Source: an optimization exercise on an open RTL-to-GDS flow (aim: small area, a short achievable clock period and few clock cycles per item). Production flows keep margins and buffers that such runs may drop. Only simulation tests tie the RTL to the original design; equivalence was not proved.

[flow/run.sh]
#!/bin/bash
# synth_recipe.tcl (not shown) runs the flow's synth.tcl, then flattens the netlist and writes it again
# the make line also repeats each setting of config.mk as NAME=value (left out here)
make -C /OpenROAD-flow-scripts/flow DESIGN_CONFIG=/design/flow/config.mk WORK_HOME=/design/flow/orfs CLKGATE_MAP_FILE= SYNTH_SCRIPT=/design/flow/synth_recipe.tcl finish
[flow/config.mk]
export PLATFORM = sky130hd
export DESIGN_NAME = hsl_color_interpolator
export DESIGN_NICKNAME = hsl_color_interpolator
export VERILOG_FILES = /design/flow/design.v
export SDC_FILE = /design/flow/constraint.sdc
export NUM_CORES = 4
export LEC_CHECK = 0
export CAP_MARGIN = 20
export CORE_MARGIN = 2
export CORE_UTILIZATION = 40
export SLEW_MARGIN = 20
[flow/constraint.sdc]
create_clock -name core_clock -period 12.0 [get_ports {clk}]
set_input_delay 2.4000 -clock core_clock [delete_from_list [all_inputs] [get_ports {clk}]]
set_output_delay 2.4000 -clock core_clock [all_outputs]
set_load 0.01 [all_outputs]
[flow/design.v]
package hci_pkg;
  localparam int CB     = 12;           
  localparam int SLOTS  = 4;
  localparam int SLOT_W = 2;
  localparam int QDEPTH = 2;            
  localparam int PW     = 2 * CB + 1;   
  localparam int QW     = CB + 2;       
  localparam int DNW    = 2 * CB + 3;   
  localparam int DDW    = CB + 3;       
  localparam logic [CB-1:0] FULL = {CB{1'b1}};
  typedef enum logic {
    OP_LOAD = 1'b0,
    OP_EVAL = 1'b1
  } op_t;
  typedef struct packed {
    op_t             op;
    logic [SLOT_W-1:0] slot;
    logic [CB-1:0]   start_red;
    logic [CB-1:0]   start_green;
    logic [CB-1:0]   start_blue;
    logic [CB-1:0]   end_red;
    logic [CB-1:0]   end_green;
    logic [CB-1:0]   end_blue;
    logic [CB-1:0]   t_frac;
  } item_t;
  typedef struct packed {
    logic           start;
    logic [DNW-1:0] dividend;
    logic [DDW-1:0] divisor;
  } div_req_t;
  typedef struct packed {
    logic          done;
    logic [CB-1:0] quot;
  } div_rsp_t;
  typedef enum logic [3:0] {
    S_IDLE,
    S_LCLS,
    S_LSW,
    S_LHW,
    S_LNEXT,
    S_EH,
    S_EH2,
    S_ES,
    S_EL,
    S_EHI,
    S_EHI2,
    S_ECH,
    S_ECH2
  } state_t;
  function automatic logic [QW-1:0] div_full(input logic [PW-1:0] x);
    logic [PW+1:0] s;
    logic [QW-1:0] q;
    logic [PW:0]   qf;
    logic [PW-1:0] r;
    s  = (PW+2)'(x) + (PW+2)'(x >> CB);
    q  = QW'(s >> CB);
    qf = (PW+1)'({q, {CB{1'b0}}}) - (PW+1)'(q);
    r  = PW'((PW+1)'(x) - qf);
    if (r >= PW'(FULL)) q = q + 1'b1;
    div_full = q;
  endfunction
  function automatic logic [CB-1:0] clamp_full(input logic signed [CB+1:0] v);
    logic [CB-1:0] res;
    if (v < 0) res = '0;
    else if (v > $signed((CB+2)'(FULL))) res = FULL;
    else res = v[CB-1:0];
    clamp_full = res;
  endfunction
endpackage
module hci_front (
  input  logic                       clk,
  input  logic                       rst_n,
  input  logic                       start,
  input  logic                       in_op,
  input  logic [hci_pkg::SLOT_W-1:0] in_slot,
  input  logic [hci_pkg::CB-1:0]     in_start_red,
  input  logic [hci_pkg::CB-1:0]     in_start_green,
  input  logic [hci_pkg::CB-1:0]     in_start_blue,
  input  logic [hci_pkg::CB-1:0]     in_end_red,
  input  logic [hci_pkg::CB-1:0]     in_end_green,
  input  logic [hci_pkg::CB-1:0]     in_end_blue,
  input  logic [hci_pkg::CB-1:0]     in_t_frac,
  output logic                       busy,
  input  logic                       pop,
  output logic                       avail,
  output hci_pkg::item_t             item
);
  localparam int QAW = (hci_pkg::QDEPTH > 1) ? $clog2(hci_pkg::QDEPTH) : 1;
  localparam int QCW = $clog2(hci_pkg::QDEPTH + 1);
  localparam int IW  = 1 + hci_pkg::SLOT_W + 7 * hci_pkg::CB;   
  logic [IW-1:0]    mem_r [hci_pkg::QDEPTH];
  logic [QAW-1:0]   wr_r, rd_r;
  logic [QCW-1:0]   cnt_r;
  hci_pkg::item_t   word;
  logic             keep, push, do_pop;
  always_comb begin
    word.op          = hci_pkg::op_t'(in_op);
    word.slot        = in_slot;
    word.start_red   = in_start_red;
    word.start_green = in_start_green;
    word.start_blue  = in_start_blue;
    word.end_red     = in_end_red;
    word.end_green   = in_end_green;
    word.end_blue    = in_end_blue;
    word.t_frac      = in_t_frac;
    keep = (word.op == hci_pkg::OP_EVAL) ||
           ({1'b0, in_slot} < (hci_pkg::SLOT_W+1)'(hci_pkg::SLOTS));
  end
  assign busy   = (cnt_r == QCW'(hci_pkg::QDEPTH));
  assign avail  = (cnt_r != '0);
  assign item   = mem_r[rd_r];
  assign push   = start && !busy && keep;
  assign do_pop = pop && avail;
  always_ff @(posedge clk) begin
    if (push) mem_r[wr_r] <= word;
  end
  always_ff @(posedge clk) begin
    if (!rst_n) begin
      wr_r  <= '0;
      rd_r  <= '0;
      cnt_r <= '0;
    end else begin
      if (push)
        wr_r <= (wr_r == QAW'(hci_pkg::QDEPTH - 1)) ? '0 : wr_r + 1'b1;
      if (do_pop)
        rd_r <= (rd_r == QAW'(hci_pkg::QDEPTH - 1)) ? '0 : rd_r + 1'b1;
      if (push && !do_pop)      cnt_r <= cnt_r + 1'b1;
      else if (!push && do_pop) cnt_r <= cnt_r - 1'b1;
    end
  end
endmodule
module hci_div (
  input  logic              clk,
  input  logic              rst_n,
  input  hci_pkg::div_req_t req,
  output hci_pkg::div_rsp_t rsp
);
  localparam int CB  = hci_pkg::CB;
  localparam int DNW = hci_pkg::DNW;
  localparam int CW  = $clog2(CB);
  logic [DNW-1:0] rem_r, dsh_r;
  logic [CB-1:0]  q_r;
  logic [CW-1:0]  cnt_r;
  logic           run_r, done_r;
  logic           hit;
  assign hit = (rem_r >= dsh_r);
  assign rsp.done = done_r;
  assign rsp.quot = q_r;
  always_ff @(posedge clk) begin
    if (req.start) begin
      rem_r <= req.dividend;
      dsh_r <= DNW'(req.divisor) << (CB - 1);
      q_r   <= '0;
    end else if (run_r) begin
      if (hit) rem_r <= rem_r - dsh_r;
      dsh_r <= dsh_r >> 1;
      q_r   <= {q_r[CB-2:0], hit};
    end
  end
  always_ff @(posedge clk) begin
    if (!rst_n) begin
      run_r  <= 1'b0;
      done_r <= 1'b0;
      cnt_r  <= '0;
    end else begin
      done_r <= 1'b0;
      if (req.start) begin
        run_r <= 1'b1;
        cnt_r <= CW'(CB - 1);
      end else if (run_r) begin
        if (cnt_r == '0) begin
          run_r  <= 1'b0;
          done_r <= 1'b1;
        end else begin
          cnt_r <= cnt_r - 1'b1;
        end
      end
    end
  end
endmodule
module hci_back (
  input  logic                       clk,
  input  logic                       rst_n,
  input  logic                       q_avail,
  input  hci_pkg::item_t             q_item,
  output logic                       q_pop,
  output hci_pkg::div_req_t          div_req,
  input  hci_pkg::div_rsp_t          div_rsp,
  output logic                       out_valid,
  output logic [hci_pkg::SLOT_W-1:0] out_slot,
  output logic [hci_pkg::CB-1:0]     out_red,
  output logic [hci_pkg::CB-1:0]     out_green,
  output logic [hci_pkg::CB-1:0]     out_blue,
  output logic                       out_last
);
  localparam int CB  = hci_pkg::CB;
  localparam int SW  = hci_pkg::SLOT_W;
  localparam int NS  = hci_pkg::SLOTS;
  localparam int PW  = hci_pkg::PW;
  localparam int QW  = hci_pkg::QW;
  localparam int DNW = hci_pkg::DNW;
  localparam int DDW = hci_pkg::DDW;
  localparam int NW  = CB + 3;
  localparam int XW  = CB + 4;
  localparam logic [CB-1:0] F = hci_pkg::FULL;
  localparam logic signed [XW-1:0] X1 = XW'(hci_pkg::FULL);
  localparam logic signed [XW-1:0] X2 = XW'(2 * hci_pkg::FULL);
  localparam logic signed [XW-1:0] X3 = XW'(3 * hci_pkg::FULL);
  localparam logic signed [XW-1:0] X4 = XW'(4 * hci_pkg::FULL);
  localparam logic signed [XW-1:0] X6 = XW'(6 * hci_pkg::FULL);
  typedef enum logic [1:0] {SEL_R, SEL_G, SEL_B} sel_t;
  typedef enum logic [1:0] {P_RISE, P_HI, P_FALL, P_LO} piece_t;
  hci_pkg::state_t state_r, state_nxt;
  logic [CB-1:0] sh_r [NS];
  logic [CB-1:0] ss_r [NS];
  logic [CB-1:0] sl_r [NS];
  logic [CB-1:0] eh_r [NS];
  logic [CB:0]   sd_r [NS];
  logic [CB:0]   ld_r [NS];
  hci_pkg::item_t item_r;
  logic [SW-1:0]  idx_r;
  logic           col_r;
  logic [1:0]     ch_r;
  logic [PW-1:0]  prod_r;
  logic           neg_r, wrap_r, case_r;
  piece_t         piece_r;
  logic [CB-1:0]  hb_r, hue_r, s_r, l_r, hi_r, lo_r, red_r, grn_r;
  logic [NW-1:0]  num_r;
  logic [CB-1:0]  dl_r, ht_r, st_r, lt_r, h0_r, s0_r, l0_r;
  logic           out_valid_r, out_last_r;
  logic [SW-1:0]  out_slot_r;
  logic [CB-1:0]  out_red_r, out_green_r, out_blue_r;
  logic [CB-1:0] cr, cg, cbl, mx, mn, dlt, lgt;
  sel_t          sel;
  logic [CB:0]   sum, den;
  logic [NW-1:0] num;
  always_comb begin
    cr  = col_r ? item_r.end_red   : item_r.start_red;
    cg  = col_r ? item_r.end_green : item_r.start_green;
    cbl = col_r ? item_r.end_blue  : item_r.start_blue;
    if (cr >= cg) begin
      if (cr >= cbl) begin
        sel = SEL_R; mx = cr; mn = (cbl < cg) ? cbl : cg;
      end else begin
        sel = SEL_B; mx = cbl; mn = cg;
      end
    end else begin
      if (cg < cbl) begin
        sel = SEL_B; mx = cbl; mn = cr;
      end else begin
        sel = SEL_G; mx = cg; mn = (cbl < cr) ? cbl : cr;
      end
    end
    sum = {1'b0, mx} + {1'b0, mn};
    dlt = mx - mn;
    lgt = sum[CB:1];
    den = (sum < {1'b0, F}) ? sum : (CB+1)'(2 * hci_pkg::FULL) - sum;
    unique case (sel)
      SEL_R: num = (cg >= cbl) ? NW'(cg) - NW'(cbl)
                               : NW'(cg) + (NW'(dlt) << 2) + (NW'(dlt) << 1) - NW'(cbl);
      SEL_G: num = NW'(cbl) + (NW'(dlt) << 1) - NW'(cr);
      default: num = NW'(cr) + (NW'(dlt) << 2) - NW'(cg);
    endcase
  end
  logic [CB-1:0]   ha, hz, hl, hh, tt, dd, m2;
  logic            swp, wrap;
  logic [CB:0]     sdv, ldv;
  logic [CB-1:0]   sd_abs, ld_abs;
  logic [QW-1:0]   divq;
  logic [CB:0]     hv;
  logic [CB-1:0]   hue_new, hi_new, lo_new, chv;
  logic [CB+1:0]   t_hi;
  logic signed [CB+1:0] sv;
  logic [CB+2:0]   h6;
  logic signed [XW-1:0] xs;
  piece_t          piece;
  logic [CB-1:0]   frac;
  logic [CB-1:0]   mul_a;
  logic [CB:0]     mul_b;
  logic [PW-1:0]   mul_p;
  logic            last;
  always_comb begin
    ha   = sh_r[idx_r];
    hz   = eh_r[idx_r];
    swp  = ha > hz;
    hl   = swp ? hz : ha;
    hh   = swp ? ha : hz;
    tt   = swp ? F - item_r.t_frac : item_r.t_frac;
    dd   = hh - hl;
    wrap = {dd, 1'b0} > {1'b0, F};
    m2   = wrap ? F - dd : dd;
    sdv  = sd_r[idx_r];
    ldv  = ld_r[idx_r];
    sd_abs = sdv[CB] ? CB'(~sdv + 1'b1) : sdv[CB-1:0];
    ld_abs = ldv[CB] ? CB'(~ldv + 1'b1) : ldv[CB-1:0];
    divq = hci_pkg::div_full(prod_r);
    last = (idx_r == SW'(NS - 1));
    hv = (CB+1)'(hb_r) + (CB+1)'(F) - (CB+1)'(divq);
    if (wrap_r) hue_new = (hv >= (CB+1)'(F)) ? CB'(hv - (CB+1)'(F)) : hv[CB-1:0];
    else        hue_new = CB'((CB+1)'(hb_r) + (CB+1)'(divq));
    sv = neg_r ? $signed((CB+2)'({1'b0, (state_r == hci_pkg::S_ES) ? ss_r[idx_r] : sl_r[idx_r]}))
                 - $signed((CB+2)'(divq))
               : $signed((CB+2)'({1'b0, (state_r == hci_pkg::S_ES) ? ss_r[idx_r] : sl_r[idx_r]}))
                 + $signed((CB+2)'(divq));
    t_hi   = (CB+2)'(l_r) + (CB+2)'(s_r) - (CB+2)'(divq);
    hi_new = case_r ? t_hi[CB-1:0] : divq[CB-1:0];
    lo_new = CB'({l_r, 1'b0} - (CB+1)'(hi_new));
    h6 = (NW'(hue_r) << 2) + (NW'(hue_r) << 1);
    xs = $signed(XW'(h6));
    if (ch_r == 2'd0)      xs = xs + X2;
    else if (ch_r == 2'd2) xs = xs - X2;
    if (xs < 0)  xs = xs + X6;
    if (xs > X6) xs = xs - X6;
    frac = '0;
    if (xs < X1) begin
      piece = P_RISE; frac = xs[CB-1:0];
    end else if (xs < X3) begin
      piece = P_HI;
    end else if (xs < X4) begin
      piece = P_FALL; frac = CB'(X4 - xs);
    end else begin
      piece = P_LO;
    end
    unique case (piece_r)
      P_HI:    chv = hi_r;
      P_LO:    chv = lo_r;
      default: chv = CB'((CB+1)'(lo_r) + (CB+1)'(divq));
    endcase
    mul_a = '0;
    mul_b = '0;
    unique case (state_r)
      hci_pkg::S_EH:  begin mul_a = tt;             mul_b = {1'b0, m2};     end
      hci_pkg::S_EH2: begin mul_a = item_r.t_frac;  mul_b = {1'b0, sd_abs}; end
      hci_pkg::S_ES:  begin mul_a = item_r.t_frac;  mul_b = {1'b0, ld_abs}; end
      hci_pkg::S_EHI: begin
        mul_a = l_r;
        mul_b = ({l_r, 1'b0} <= {1'b0, F}) ? {1'b0, F} + {1'b0, s_r} : {1'b0, s_r};
      end
      hci_pkg::S_ECH: begin mul_a = hi_r - lo_r;    mul_b = {1'b0, frac};   end
      default: ;
    endcase
    mul_p = PW'(mul_a) * PW'(mul_b);
  end
  always_comb begin
    state_nxt        = state_r;
    q_pop            = 1'b0;
    div_req.start    = 1'b0;
    div_req.dividend = (DNW'(dlt) << CB) - DNW'(dlt);
    div_req.divisor  = DDW'(den);
    unique case (state_r)
      hci_pkg::S_IDLE: if (q_avail) begin
        q_pop     = 1'b1;
        state_nxt = (q_item.op == hci_pkg::OP_EVAL) ? hci_pkg::S_EH : hci_pkg::S_LCLS;
      end
      hci_pkg::S_LCLS: begin
        if (dlt == '0) state_nxt = hci_pkg::S_LNEXT;
        else begin
          div_req.start = 1'b1;
          state_nxt     = hci_pkg::S_LSW;
        end
      end
      hci_pkg::S_LSW: begin
        div_req.dividend = (DNW'(num_r) << CB) - DNW'(num_r);
        div_req.divisor  = (DDW'(dl_r) << 2) + (DDW'(dl_r) << 1);
        if (div_rsp.done) begin
          div_req.start = 1'b1;
          state_nxt     = hci_pkg::S_LHW;
        end
      end
      hci_pkg::S_LHW:   if (div_rsp.done) state_nxt = hci_pkg::S_LNEXT;
      hci_pkg::S_LNEXT: state_nxt = col_r ? hci_pkg::S_IDLE : hci_pkg::S_LCLS;
      hci_pkg::S_EH:    state_nxt = hci_pkg::S_EH2;
      hci_pkg::S_EH2:   state_nxt = hci_pkg::S_ES;
      hci_pkg::S_ES:    state_nxt = hci_pkg::S_EL;
      hci_pkg::S_EL:    state_nxt = hci_pkg::S_EHI;
      hci_pkg::S_EHI: begin
        if (s_r == '0) state_nxt = last ? hci_pkg::S_IDLE : hci_pkg::S_EH;
        else           state_nxt = hci_pkg::S_EHI2;
      end
      hci_pkg::S_EHI2:  state_nxt = hci_pkg::S_ECH;
      hci_pkg::S_ECH:   state_nxt = hci_pkg::S_ECH2;
      hci_pkg::S_ECH2: begin
        if (ch_r == 2'd2) state_nxt = last ? hci_pkg::S_IDLE : hci_pkg::S_EH;
        else              state_nxt = hci_pkg::S_ECH;
      end
      default: state_nxt = hci_pkg::S_IDLE;
    endcase
  end
  always_ff @(posedge clk) begin
    if (!rst_n) state_r <= hci_pkg::S_IDLE;
    else        state_r <= state_nxt;
  end
  always_ff @(posedge clk) begin
    if (!rst_n) begin
      for (int i = 0; i < NS; i++) begin
        sh_r[i] <= '0; ss_r[i] <= '0; sl_r[i] <= '0;
        eh_r[i] <= '0; sd_r[i] <= '0; ld_r[i] <= '0;
      end
    end else if (state_r == hci_pkg::S_LNEXT && col_r) begin
      sh_r[item_r.slot] <= h0_r;
      ss_r[item_r.slot] <= s0_r;
      sl_r[item_r.slot] <= l0_r;
      eh_r[item_r.slot] <= ht_r;
      sd_r[item_r.slot] <= {1'b0, st_r} - {1'b0, s0_r};
      ld_r[item_r.slot] <= {1'b0, lt_r} - {1'b0, l0_r};
    end
  end
  always_ff @(posedge clk) begin
    unique case (state_r)
      hci_pkg::S_IDLE: begin
        item_r <= q_item;
        idx_r  <= '0;
        col_r  <= 1'b0;
      end
      hci_pkg::S_LCLS: begin
        lt_r  <= lgt;
        num_r <= num;
        dl_r  <= dlt;
        if (dlt == '0) begin
          ht_r <= '0;
          st_r <= '0;
        end
      end
      hci_pkg::S_LSW: if (div_rsp.done) st_r <= div_rsp.quot;
      hci_pkg::S_LHW: if (div_rsp.done) ht_r <= div_rsp.quot;
      hci_pkg::S_LNEXT: begin
        h0_r  <= ht_r;
        s0_r  <= st_r;
        l0_r  <= lt_r;
        col_r <= 1'b1;
      end
      hci_pkg::S_EH: begin
        prod_r <= mul_p;
        wrap_r <= wrap;
        hb_r   <= hl;
      end
      hci_pkg::S_EH2: begin
        hue_r  <= hue_new;
        prod_r <= mul_p;
        neg_r  <= sdv[CB];
      end
      hci_pkg::S_ES: begin
        s_r    <= hci_pkg::clamp_full(sv);
        prod_r <= mul_p;
        neg_r  <= ldv[CB];
      end
      hci_pkg::S_EL: l_r <= hci_pkg::clamp_full(sv);
      hci_pkg::S_EHI: begin
        prod_r <= mul_p;
        case_r <= !({l_r, 1'b0} <= {1'b0, F});
        ch_r   <= 2'd0;
        if (s_r == '0) idx_r <= idx_r + 1'b1;
      end
      hci_pkg::S_EHI2: begin
        hi_r <= hi_new;
        lo_r <= lo_new;
      end
      hci_pkg::S_ECH: begin
        prod_r  <= mul_p;
        piece_r <= piece;
      end
      hci_pkg::S_ECH2: begin
        if (ch_r == 2'd0) red_r <= chv;
        if (ch_r == 2'd1) grn_r <= chv;
        ch_r <= ch_r + 1'b1;
        if (ch_r == 2'd2) idx_r <= idx_r + 1'b1;
      end
      default: ;
    endcase
  end
  always_ff @(posedge clk) begin
    if (!rst_n) begin
      out_valid_r <= 1'b0;
    end else begin
      out_valid_r <= (state_r == hci_pkg::S_EHI && s_r == '0) ||
                     (state_r == hci_pkg::S_ECH2 && ch_r == 2'd2);
    end
  end
  always_ff @(posedge clk) begin
    if (state_r == hci_pkg::S_EHI && s_r == '0) begin
      out_slot_r  <= idx_r;
      out_last_r  <= last;
      out_red_r   <= l_r;
      out_green_r <= l_r;
      out_blue_r  <= l_r;
    end else if (state_r == hci_pkg::S_ECH2 && ch_r == 2'd2) begin
      out_slot_r  <= idx_r;
      out_last_r  <= last;
      out_red_r   <= red_r;
      out_green_r <= grn_r;
      out_blue_r  <= chv;
    end
  end
  assign out_valid = out_valid_r;
  assign out_slot  = out_slot_r;
  assign out_red   = out_red_r;
  assign out_green = out_green_r;
  assign out_blue  = out_blue_r;
  assign out_last  = out_last_r;
endmodule
module hsl_color_interpolator (
  input  logic                       clk,
  input  logic                       rst_n,
  input  logic                       start,
  output logic                       busy,
  input  logic                       in_op,
  input  logic [hci_pkg::SLOT_W-1:0] in_slot,
  input  logic [hci_pkg::CB-1:0]     in_start_red,
  input  logic [hci_pkg::CB-1:0]     in_start_green,
  input  logic [hci_pkg::CB-1:0]     in_start_blue,
  input  logic [hci_pkg::CB-1:0]     in_end_red,
  input  logic [hci_pkg::CB-1:0]     in_end_green,
  input  logic [hci_pkg::CB-1:0]     in_end_blue,
  input  logic [hci_pkg::CB-1:0]     in_t_frac,
  output logic                       out_valid,
  output logic [hci_pkg::SLOT_W-1:0] out_slot,
  output logic [hci_pkg::CB-1:0]     out_red,
  output logic [hci_pkg::CB-1:0]     out_green,
  output logic [hci_pkg::CB-1:0]     out_blue,
  output logic                       out_last
);
  logic              q_avail, q_pop;
  hci_pkg::item_t    q_item;
  hci_pkg::div_req_t div_req;
  hci_pkg::div_rsp_t div_rsp;
  hci_front u_front (
    .clk            (clk),
    .rst_n          (rst_n),
    .start          (start),
    .in_op          (in_op),
    .in_slot        (in_slot),
    .in_start_red   (in_start_red),
    .in_start_green (in_start_green),
    .in_start_blue  (in_start_blue),
    .in_end_red     (in_end_red),
    .in_end_green   (in_end_green),
    .in_end_blue    (in_end_blue),
    .in_t_frac      (in_t_frac),
    .busy           (busy),
    .pop            (q_pop),
    .avail          (q_avail),
    .item           (q_item)
  );
  hci_back u_back (
    .clk       (clk),
    .rst_n     (rst_n),
    .q_avail   (q_avail),
    .q_item    (q_item),
    .q_pop     (q_pop),
    .div_req   (div_req),
    .div_rsp   (div_rsp),
    .out_valid (out_valid),
    .out_slot  (out_slot),
    .out_red   (out_red),
    .out_green (out_green),
    .out_blue  (out_blue),
    .out_last  (out_last)
  );
  hci_div u_div (
    .clk   (clk),
    .rst_n (rst_n),
    .req   (div_req),
    .rsp   (div_rsp)
  );
endmodule
==> notes.md <==
-- cell type report --
cell class,instances,share of cell area [%]
Sequential cell,907,38.21
Multi-Input combinational cell,4070,45.74
Inverter,560,2.993
Clock buffer,131,3.814
Clock inverter,51,0.9245
Timing Repair Buffer,391,4.706
Tap cell,2030,3.616
-- state kept, by name, summed over array words and instances (netlist names), 15 cells and up, named ones only --
| signal | count |
|---|---|
| u_back.sh_r | 48 |
| u_div.rem_r | 27 |
| u_back.sd_r | 52 |
| u_back.item_r | 86 |
| u_div.dsh_r | 26 |
| u_front.mem_r | 174 |
| u_back.prod_r | 25 |
| u_back.num_r | 15 |
| u_back.sl_r | 48 |
| u_back.eh_r | 48 |
| u_back.ss_r | 48 |
| u_back.ld_r | 52 |
-- logic make-up (layout without fill, tap and decap cells) --
kind of cell	after synthesis	after routing	synth area share, %
adders and majority gates	594	594	14.19
AOI/OAI and AO/OA	1221	1221	12.85
muxes	284	284	6.374
buffers and inverters	776	1133	4.774
and+or+nand+nor	1581	1581	12.51
DFF	907	907	43.69
other	1	1	0.006107
xor gates and xnor gates	389	389	5.597
-- worst register-to-register path: cells and delay by family (launching register included) --
kind                     cells  cell delay (ns)
XOR/XNOR                     3             0.71
adder cells (fa/ha/maj)      8             3.42
AND/OR/NAND/NOR              8             2.52
AO/OA/AOI/OAI               15             3.22
flip-flops                   1             0.39
buffers and inverters        9             0.90
-- metrics by stage --
stage | instances | setup slack, ns | setup TNS, ns
3_3_place_gp | 7944 | 0.09159 | 0
4_1_cts | 8126 | 0.01595 | 0
5_1_grt | 8140 | -0.03550 | -0.05059
2_1_floorplan | 5753 | 0.1458 | 0
3_5_place_dp | 7944 | -0.02400 | -0.02400
6_report | 8140 | 0.6507 | 0
-- cell usage in the layout, fill, tap and decap left out, types with 100 or more instances in the layout --
cell	n
mux2_2	126
and2_1	176
xnor2_1	257
a21o_1	120
o21ai_0	277
ha_1	422
a21oi_1	291
nand2_1	393
buf_4	257
clkbuf_16	100
clkdlybuf4s50_1	130
inv_1	556
nor2_1	479
fa_1	171
edfxtp_1	866
xor2_1	118
-- what timing repair did --
item / 4_1_cts / 5_1_grt
hold buffers: 0 / 0
buffers inserted: 0 / 13
cloned: 0 / 0
resized for setup: 1 / 65
endpoints found under the setup margin: 3 / 45
pin swaps: 0 / 13
-- per-layer routing --
| metal | up-vias | part of all wire (%) | wire length, um |
|---|---|---|---|
| met1 | 21610 | 42 | 75780 |
| met5 | - | 0 | 0 |
| met4 | 0 | 4.9 | 8869 |
| li1 | 21110 | - | - |
| met2 | 1169 | 49 | 88180 |
| met3 | 311 | 4.5 | 8193 |
-- worst paths after layout --
kind / from / end / slack, ns / depth (start not counted)
max: u_back.hue_r[1] / u_back.prod_r[23] / 0.65 / 43
min: u_back.lt_r[6] / u_back.l0_r[6] / 0.46 / 0
max reg2reg: u_back.hue_r[1] / u_back.prod_r[23] / 0.65 / 43
min reg2reg: u_back.lt_r[6] / u_back.l0_r[6] / 0.46 / 0
==> summary.txt <==
Max frequency: 88.11 MHz
Routability cong.: 0.9729
Design area: 70240 sq um
Hold Crit Class: reg2reg
CP max FO: 6
Die height: 395.8 um
Final Net Count: 6713
EDFF count, synth: 866
Top-area cell type share of the netlist area: 42.35%
Syn_nets: 6437
Cell mode on critical path: fa_1
1st-iter DRT viols: 3295
Met2 usage: 38.88%
Worst skew pair latency: 0.74 ns
Share of layout cells above drive strength 1: 12.49%
Util after Layout: 46.13%
Relative slew slack: 28.27%
Slew @ Worst Pin: 1.070 ns
Final WL: 181000 um
Synth warn: 3
Wirelength per Cell: 22.24 um
Row count: 143
First-pass GRT wire length: 270600 um
Ys async rst share: 0%
Status: no timing/DRC/antenna violations
Clock Pin Slew Worst Setup and Hold Paths: 0.07 ns
Hold violation total from the final report: 0
Clock buffer depth: 3
I/O pins: 131
Mean Syn Cell Area: 10.67 sq um
Clock skew: 0.05156 ns
Worst path bufs/invs: 9
Met3 Track Usage GR: 2.795%
Worst EP required: 12.52 ns
Congestion Overflow GR: 0
Area leader, netlist: edfxtp_1
Port buffer count: 130
Area Growth Syn to Fin: 14.39%
Post-synth cell types: 117
# diodes: 0
Multi-input gate area: 32130 sq um
Drt pass-1 iters: 5
CTS Buf Count: 99
Max Cap Viol: 0
Detailed-route via count: 44.21k
Critical Setup Path Class: reg2reg
H-Tree Depth: 3
CP max-delay cell: or4b_4
Clk sinks: 907
CTS tree: yes
Critical Path AT: 11.87 ns
Final period demand of the worst path: 11.35 ns
Synth area leaders: edfxtp_1 (42%), ha_1 (8.6%), fa_1 (5.6%)
Final period util: 94.58%
DRC Markers: 0
Die Width: 395.8 um
CP max stage delay: 0.60 ns
Met1 usage: 28.81%
Vias per inst: 5.431
Largest net degree at the start of global routing: 60
Antenna-violating nets left: 0
Post-synthesis cell area: 61400 sq um
Fillers: 14.20k
Hold WS: 0.4600 ns
Initial Utilization: 40.33%
Startpoint types: register
Seq/Total Area, Yosys: 43.69%
Detailed placement HPWL: 139300 um
Core Area: 152300 sq um
Yosys reg bits: 907
GRT Overall Usage: 22.69%
Endpoints failing setup: 0
Dpl cell area: 66480 sq um
Register area: 26840 sq um
Initial antenna violation count: 4
Crit end category: register
Prevailing post-synth register cell: edfxtp_1
Vias in the first global route: 43.77k
Slew Limit Fails: 0
Root Buffer: clkbuf_16
Busiest layer in global routing: met2
Syn Inst Count: 5753
Synth top cells by count: edfxtp_1 (866), inv_1 (557), nor2_1 (487)
Die area: 156700 sq um
Cell family with most CP delay: adder cells
Most frequent cell after synthesis: edfxtp_1
Testbench counts, summed over its fixed seeds: cycles 50,608, items 2,976.

==> afterwards: timing with drivers on the ports <==
How much do the figures lean on ideal ports? The routed layout below was timed once more, with nothing changed but the port constraints.
Step 1 assumes that a clkbuf_16 drives the clock port and a buf_2 every other input.
Step 2 adds t to the input delays and takes it off the output delays; t is the mean of the earliest and latest rising clock arrival at the registers after step 1. Input paths then give back, and output paths get back, about the clock's delay inside the block.
Slacks: ideal ports / drivers / drivers and shift; pairs: ideal ports / drivers.
t, ns: 0.791
setup slack, ns: 0.651 / 0.651 / 0.651
slew at the worst register clock pin (ns): 0.07 / 0.07
cell pins on the clock port's net: 1
After both steps this run still meets setup and hold. The setup slack of this run moves by 0.000 ns with the drivers and by 0.000 ns with both steps.
